What follows belongs to an exercise in optimizing a design on an open flow for small area, a short achievable clock period and few clock cycles per item; a production flow would make more cautious choices. Only simulation tests tie the RTL to the original design; equivalence was not proved. No activity file was given, so power comes from the tool's default toggle rates.

==> run.sh <==
#!/bin/bash
# synth_recipe.tcl (not shown) runs the flow's synth.tcl, then flattens the netlist and writes it again
# the make line also repeats each setting of config.mk as NAME=value (left out here)
make -C /OpenROAD-flow-scripts/flow DESIGN_CONFIG=/design/flow/config.mk WORK_HOME=/design/flow/orfs CLKGATE_MAP_FILE= SYNTH_SCRIPT=/design/flow/synth_recipe.tcl finish
==> constraint.sdc <==
create_clock -name core_clock -period 7.0 [get_ports {CLK}]
set_input_delay 1.4000 -clock core_clock [delete_from_list [all_inputs] [get_ports {CLK}]]
set_output_delay 1.4000 -clock core_clock [all_outputs]
set_load 0.01 [all_outputs]
==> design.v <==
package stack_pkg;
  typedef enum logic {
    IDLE   = 1'b0,
    REFILL = 1'b1
  } stateT;
  localparam int ERR_OVF  = 0;
  localparam int ERR_UNF  = 1;
  localparam int ERR_BUSY = 2;
  localparam int DEF_WIDTH = 16;
  localparam int DEF_DEPTH = 256;
endpackage
module stack_ram #(
  parameter int WIDTH = 16,
  parameter int DEPTH = 256,
  parameter int AW    = $clog2(DEPTH)
) (
  input  logic             CLK,
  input  logic             writeEn,
  input  logic             readEn,
  input  logic [AW-1:0]    addr,
  input  logic [WIDTH-1:0] wrData,
  output logic [WIDTH-1:0] rdData
);
  logic [WIDTH-1:0] mem [0:DEPTH-2];
  always_ff @(posedge CLK) begin
    if (writeEn) begin
      mem[addr] <= wrData;
    end
    if (readEn) begin
      rdData <= mem[addr];
    end
  end
endmodule
module mmio_stack #(
  parameter int WIDTH = stack_pkg::DEF_WIDTH,
  parameter int DEPTH = stack_pkg::DEF_DEPTH,
  parameter int CW    = $clog2(DEPTH) + 1
) (
  input  logic             CLK,
  input  logic             RST,
  input  logic             sel,
  input  logic             write,
  input  logic             read,
  input  logic [WIDTH-1:0] din,
  input  logic             clr_err,
  output logic [WIDTH-1:0] dout,
  output logic             ready,
  output logic             empty,
  output logic             full,
  output logic [CW-1:0]    count,
  output logic [2:0]       err
);
  localparam int AW = $clog2(DEPTH);
  stack_pkg::stateT            state;
  stack_pkg::stateT            stateNext;
  logic [WIDTH-1:0] tos;
  logic [WIDTH-1:0] tosNext;
  logic [CW-1:0]    countNext;
  logic [2:0]       errSet;
  logic [2:0]       errNext;
  logic             ramWe;
  logic             ramRe;
  logic [AW-1:0]    ramAddr;
  logic [WIDTH-1:0] ramRdata;
  stack_ram #(
    .WIDTH (WIDTH),
    .DEPTH (DEPTH),
    .AW    (AW)
  ) uRam (
    .CLK     (CLK),
    .writeEn (ramWe),
    .readEn  (ramRe),
    .addr    (ramAddr),
    .wrData  (tos),
    .rdData  (ramRdata)
  );
  always_comb begin
    stateNext = state;
    tosNext   = tos;
    countNext = count;
    errSet    = '0;
    ramWe     = 1'b0;
    ramRe     = 1'b0;
    ramAddr   = '0;
    case (state)
      stack_pkg::IDLE: begin
        if (sel && write && !read) begin
          if (count < CW'(DEPTH)) begin
            if (count != '0) begin
              ramWe   = 1'b1;
              ramAddr = AW'(count - CW'(1));
            end
            tosNext   = din;
            countNext = count + CW'(1);
          end else begin
            errSet[stack_pkg::ERR_OVF] = 1'b1;
          end
        end else if (sel && read && !write) begin
          if (count == '0) begin
            errSet[stack_pkg::ERR_UNF] = 1'b1;
          end else if (count == CW'(1)) begin
            tosNext   = '0;
            countNext = '0;
          end else begin
            ramRe     = 1'b1;
            ramAddr   = AW'(count - CW'(2));
            countNext = count - CW'(1);
            stateNext = stack_pkg::REFILL;
          end
        end else if (sel && write && read) begin
          tosNext = din;
          if (count == '0) begin
            countNext = CW'(1);
          end
        end
      end
      stack_pkg::REFILL: begin
        tosNext   = ramRdata;
        stateNext = stack_pkg::IDLE;
        if (sel && (write || read)) begin
          errSet[stack_pkg::ERR_BUSY] = 1'b1;
        end
      end
      default: begin
        stateNext = stack_pkg::IDLE;
      end
    endcase
    errNext = (clr_err ? 3'b000 : err) | errSet;
  end
  always_ff @(posedge CLK or posedge RST) begin
    if (RST) begin
      state <= stack_pkg::IDLE;
    end else begin
      state <= stateNext;
    end
  end
  always_ff @(posedge CLK or posedge RST) begin
    if (RST) begin
      tos   <= '0;
      count <= '0;
      err   <= '0;
    end else begin
      tos   <= tosNext;
      count <= countNext;
      err   <= errNext;
    end
  end
  assign dout  = tos;
  assign ready = (state == stack_pkg::IDLE);
  assign empty = (count == '0);
  assign full  = (count == CW'(DEPTH));
endmodule
==> config.mk <==
export PLATFORM = sky130hd
export DESIGN_NAME = mmio_stack
export DESIGN_NICKNAME = mmio_stack
export VERILOG_FILES = /design/flow/design.v
export SDC_FILE = /design/flow/constraint.sdc
export NUM_CORES = 8
export LEC_CHECK = 0
export CAP_MARGIN = 20
export CORE_MARGIN = 2
export CORE_UTILIZATION = 45
export SETUP_SLACK_MARGIN = 0.5
export SLEW_MARGIN = 20
export SYNTH_MEMORY_MAX_BITS = 8192
==> results.py <==
metrics = {
    "sta": {
        "hold_ws_ps": 506,
        "finalMaxSlewViolations": 0,
        "skew_ps": 71.9,
        "fin_setup_tns_ps": 0,
        "hold_viol": 0,
        "layout_min_cycle_time_ps": 6570,
        "finalSetupViolCount": 0,
        "max_freq_mhz": 152,
        "slew-limit-headroom_pct": 12.5,
        "worst_pin_slew_ps": 1310,
        "period_share_pct": 93.9,
        "rsz0062_at_grt": "no",
    },
    "floorplanning": {
        "fp.dieArea_um2": 369000,
        "die_w_um": 607,
        "rows": 221,
        "io_pins": 53,
        "fp.coreArea_um2": 362000,
        "start_util_pct": 45.2,
        "die_h_um": 607,
    },
    "clock_tree": {
        "tritoncts": "yes",
        "cts_hold_buf": 0,
        "clk_pin_slew_worst_paths_ps": 70,
        "clock_latency_ps": 1070,
        "clockRootBuffer": "clkbuf_16",
        "cts.sinks": 4125,
        "cts_max_level": 5,
        "cts_buffers": 418,
        "cts_buffer_depth": 4,
    },
    "synthesis": {
        "synth_edf_count": 4096,
        "synth_seq_cells": 4125,
        "synth.cell_area_um2": 164000,
        "synth_seq_area_share_pct": 75.6,
        "synth_area_per_cell_um2": 13.9,
        "synth_top_cell_area_share_pct": 75.1,
        "netlist_instances": 11786,
        "async_flop_share_pct": 0.703,
        "synth_largest_area_cell": "edfxtp_1",
        "ys.flop_type": "edfxtp_1",
        "yosys_warnings": 2,
        "synth_nets": 11814,
        "synth_area_leaders": "edfxtp_1 (75%), nand2_1 (7.3%), nand3_1 (2.5%)",
        "yosysMostFrequentCell": "edfxtp_1",
        "synth_commonest_cells": "edfxtp_1 (4096), nand2_1 (3202), nand3_1 (819), buf_2 (441), nor2_1 (351)",
        "synth_cell_types": 98,
    },
    "routing": {
        "vias_per_cell": 6.47,
        "drc_errors": 0,
        "firstDrtPassIters": 23,
        "drtAntennaViolNets": 0,
        "drt_iter0_drc": 20662,
        "post_drt_wl_per_cell_um": 36.3,
        "vias": 114168,
        "routed_wl_um": 641000,
    },
    "worst_setup_path": {
        "max_stage_delay_ps": 910,
        "critPathKind": "flop to flop",
        "end_kind": "flop",
        "crit_path_start_kind": "flop",
        "crit_family": "simple AND/OR/NAND/NOR gates",
        "cp.buffers_inverters": 4,
        "path_common_cell": "buf_4",
        "arrival_ps": 7400,
        "crit_fanout": 12,
        "path_cells": "inv_1 > ha_1 > or3b_2 > xor2_1 > o22ai_4 > buf_4 > nor2_4 > nand2_1 > nor3_1 > a31oi_1 > o311ai_0 > buf_4 > nor4b_1 > buf_4 > nor4_1",
        "worst_path_max_delay_cell": "nor2_4",
        "worstPathRequired_ps": 7830,
    },
    "placed_design": {
        "dp_hpwl_um": 407000,
        "gp_congestion": 1.01,
        "numPortBuffers": 52,
    },
    "global_routing": {
        "met2_usage_pct": 50.0,
        "globalRouteOverflowTotal": 0,
        "grt_pass1_wl_um": 866000,
        "met3_usage_pct": 10.3,
        "grt_pass1_vias": 104200,
        "met1_usage_pct": 44.8,
        "antenna_found_initial": 57,
        "track_usage_pct": 34.1,
        "top_usage_layer": "met2",
        "grt_start_max_net_pins": 168,
    },
    "power_and_ir_drop": {
        "powerDensity_nw_per_um2": 376,
        "clkPwrFrac_pct": 31.8,
        "switching_share_pct": 33.9,
        "comb_power_share_pct": 25.2,
        "vdd_drop_max_v": 0.000289,
        "p_sw_uw": 24300,
        "p_leak_uw": 0.0641,
        "power_uw": 71700,
        "pwr-share-seq_pct": 43.0,
        "p_int_uw": 47400,
    },
    "layout": {
        "final_util_pct": 52.7,
        "fin_nets": 12487,
        "drive_gt1_share_pct": 14.6,
        "area_delta_synth_final_pct": 16.6,
    },
    "job": {
        "maxCapViolations": 0,
    },
    "min_path": {
        "min_path_type": "flop to flop",
    },
    "outcome": {
        "status": "timing/DRC/antenna clean",
    },
}
-- timing repair --
item | 4_1_cts | 5_1_grt
buffers inserted | 2 | 0
endpoints found under the setup margin | 1 | 3
pin swaps | 1 | 0
gates resized for setup | 1 | 3
-- worst register-to-register path, stage by stage, from the launching register on --
cell and delay (ps):
dfrtp_1 550, inv_1 410, ha_1 340, or3b_2 550
xor2_1 490, o22ai_4 360, buf_4 350, nor2_4 920
nand2_1 890, nor3_1 470, a31oi_1 90, o311ai_0 150
buf_4 190, nor4b_1 60, buf_4 150, nor4_1 380
-- layout by cell type (no fill, tap or decap), types with 98 or more instances in the layout --
master | Yosys | final
a21oi_1 | 326 | 324
a311oi_1 | 141 | 140
a31oi_1 | 260 | 259
a32oi_1 | 298 | 298
and3_1 | 194 | 194
buf_12 | 0 | 191
buf_4 | 99 | 808
clkbuf_16 | 0 | 422
clkinv_1 | 0 | 98
edfxtp_1 | 4096 | 4096
mux2i_1 | 339 | 339
nand2_1 | 3202 | 3201
nand3_1 | 819 | 816
nand4_1 | 158 | 158
nor2_1 | 351 | 184
nor2_2 | 4 | 158
-- flip-flops by register name, summed over array words and instances (netlist names) --
name	cells
uRam.rdData	16
tos	16
uRam.mem	4080
state	1
count	9
err	3
-- kinds of logic (layout without fill, tap and decap cells) --
group           Yosys count  after routing  share of synthesized area (%)
other cells               0             44                              0
xor+xnor                  3              3                         0.0161
simple gates           4918           4918                           12.7
fa+ha+maj                 6              6                         0.0459
flops                  4125           4125                           75.6
mux                     346            346                           2.16
compound gates         1573           1573                           6.93
buf+inv                 815           1835                           2.53
-- through the flow --
stage | instance area, um^2 | std cells | setup WS, ps
final | 191000 | 17644 | 429
after CTS | 191000 | 17597 | 552
after global routing | 191000 | 17602 | 590
after global placement | 177000 | 16824 | -1050
after floorplan | 164000 | 11786 | 1650
after detailed placement | 177000 | 16828 | -105
-- worst paths after layout --
path                                  from             end  slack [ps]  depth (start not counted)
hold reg to reg            uRam.rdData[13]         tos[13]         510                          2
min in group asynchronous              RST        count[5]         830                          3
setup / recovery                  count[1]  uRam.rdData[3]         430                         15
hold / removal             uRam.rdData[13]         tos[13]         510                          2
max in group asynchronous              RST         tos[15]        5610                          3
setup reg to reg                  count[1]  uRam.rdData[3]         430                         15
-- power groups by stage --
stage | clock network, uW | registers [uW] | logic, uW
after global routing | 23800 | 30800 | 18200
after global placement | 0 | 31300 | 17000
after detailed placement | 0 | 31300 | 17200
after CTS | 22900 | 30800 | 17300
final | 22800 | 30800 | 18100
after floorplan | 0 | 32900 | 6500
-- layout make-up --
class                      instances  area (um^2)
antenna                           44          110
clock buffer                     495        10800
clock inverter                   272         2940
fill                           29720       171000
inverter                          13         48.8
multi-input combinational       6846        36600
sequential                      4125       124000
tap                             4794         6000
timing repair buffer            1055        10500
-- per-layer routing --
metal	wire (um)	vias up
li1	-	45998
met1	229000	57576
met2	277000	8954
met3	89500	1616
met4	44600	24
met5	425	-
Testbench counts, summed over its fixed seeds: cycles 68,359, items 48,000.

## re-timing with driven ports
The flow's constraints put no driver on any port. The routed layout listed below was extracted and timed again, unchanged, in two steps. Step 1 assumes that a clkbuf_16 drives the clock port and a buf_2 every other input. Step 2 adds t to the input delays and takes it off the output delays; t is the mean of the earliest and latest rising clock arrival at the registers after step 1. Input paths then give back, and output paths get back, about the clock's delay inside the block. Three values: no drivers, after step 1, after step 2; two values: the first two.
t, ns: 1.126
slack for setup (ns): 0.429 / 0.429 / -0.521
worst register clock-pin slew, ns: 0.07 / 0.07
worst slew at a driven data input, ns: 0.06
cell pins on the clock port's net: 1
With both steps, setup timing fails in this run, where it was met with ideal ports. For this run, drivers alone change the setup slack by 0.000 ns; drivers and shift together by -0.950 ns.
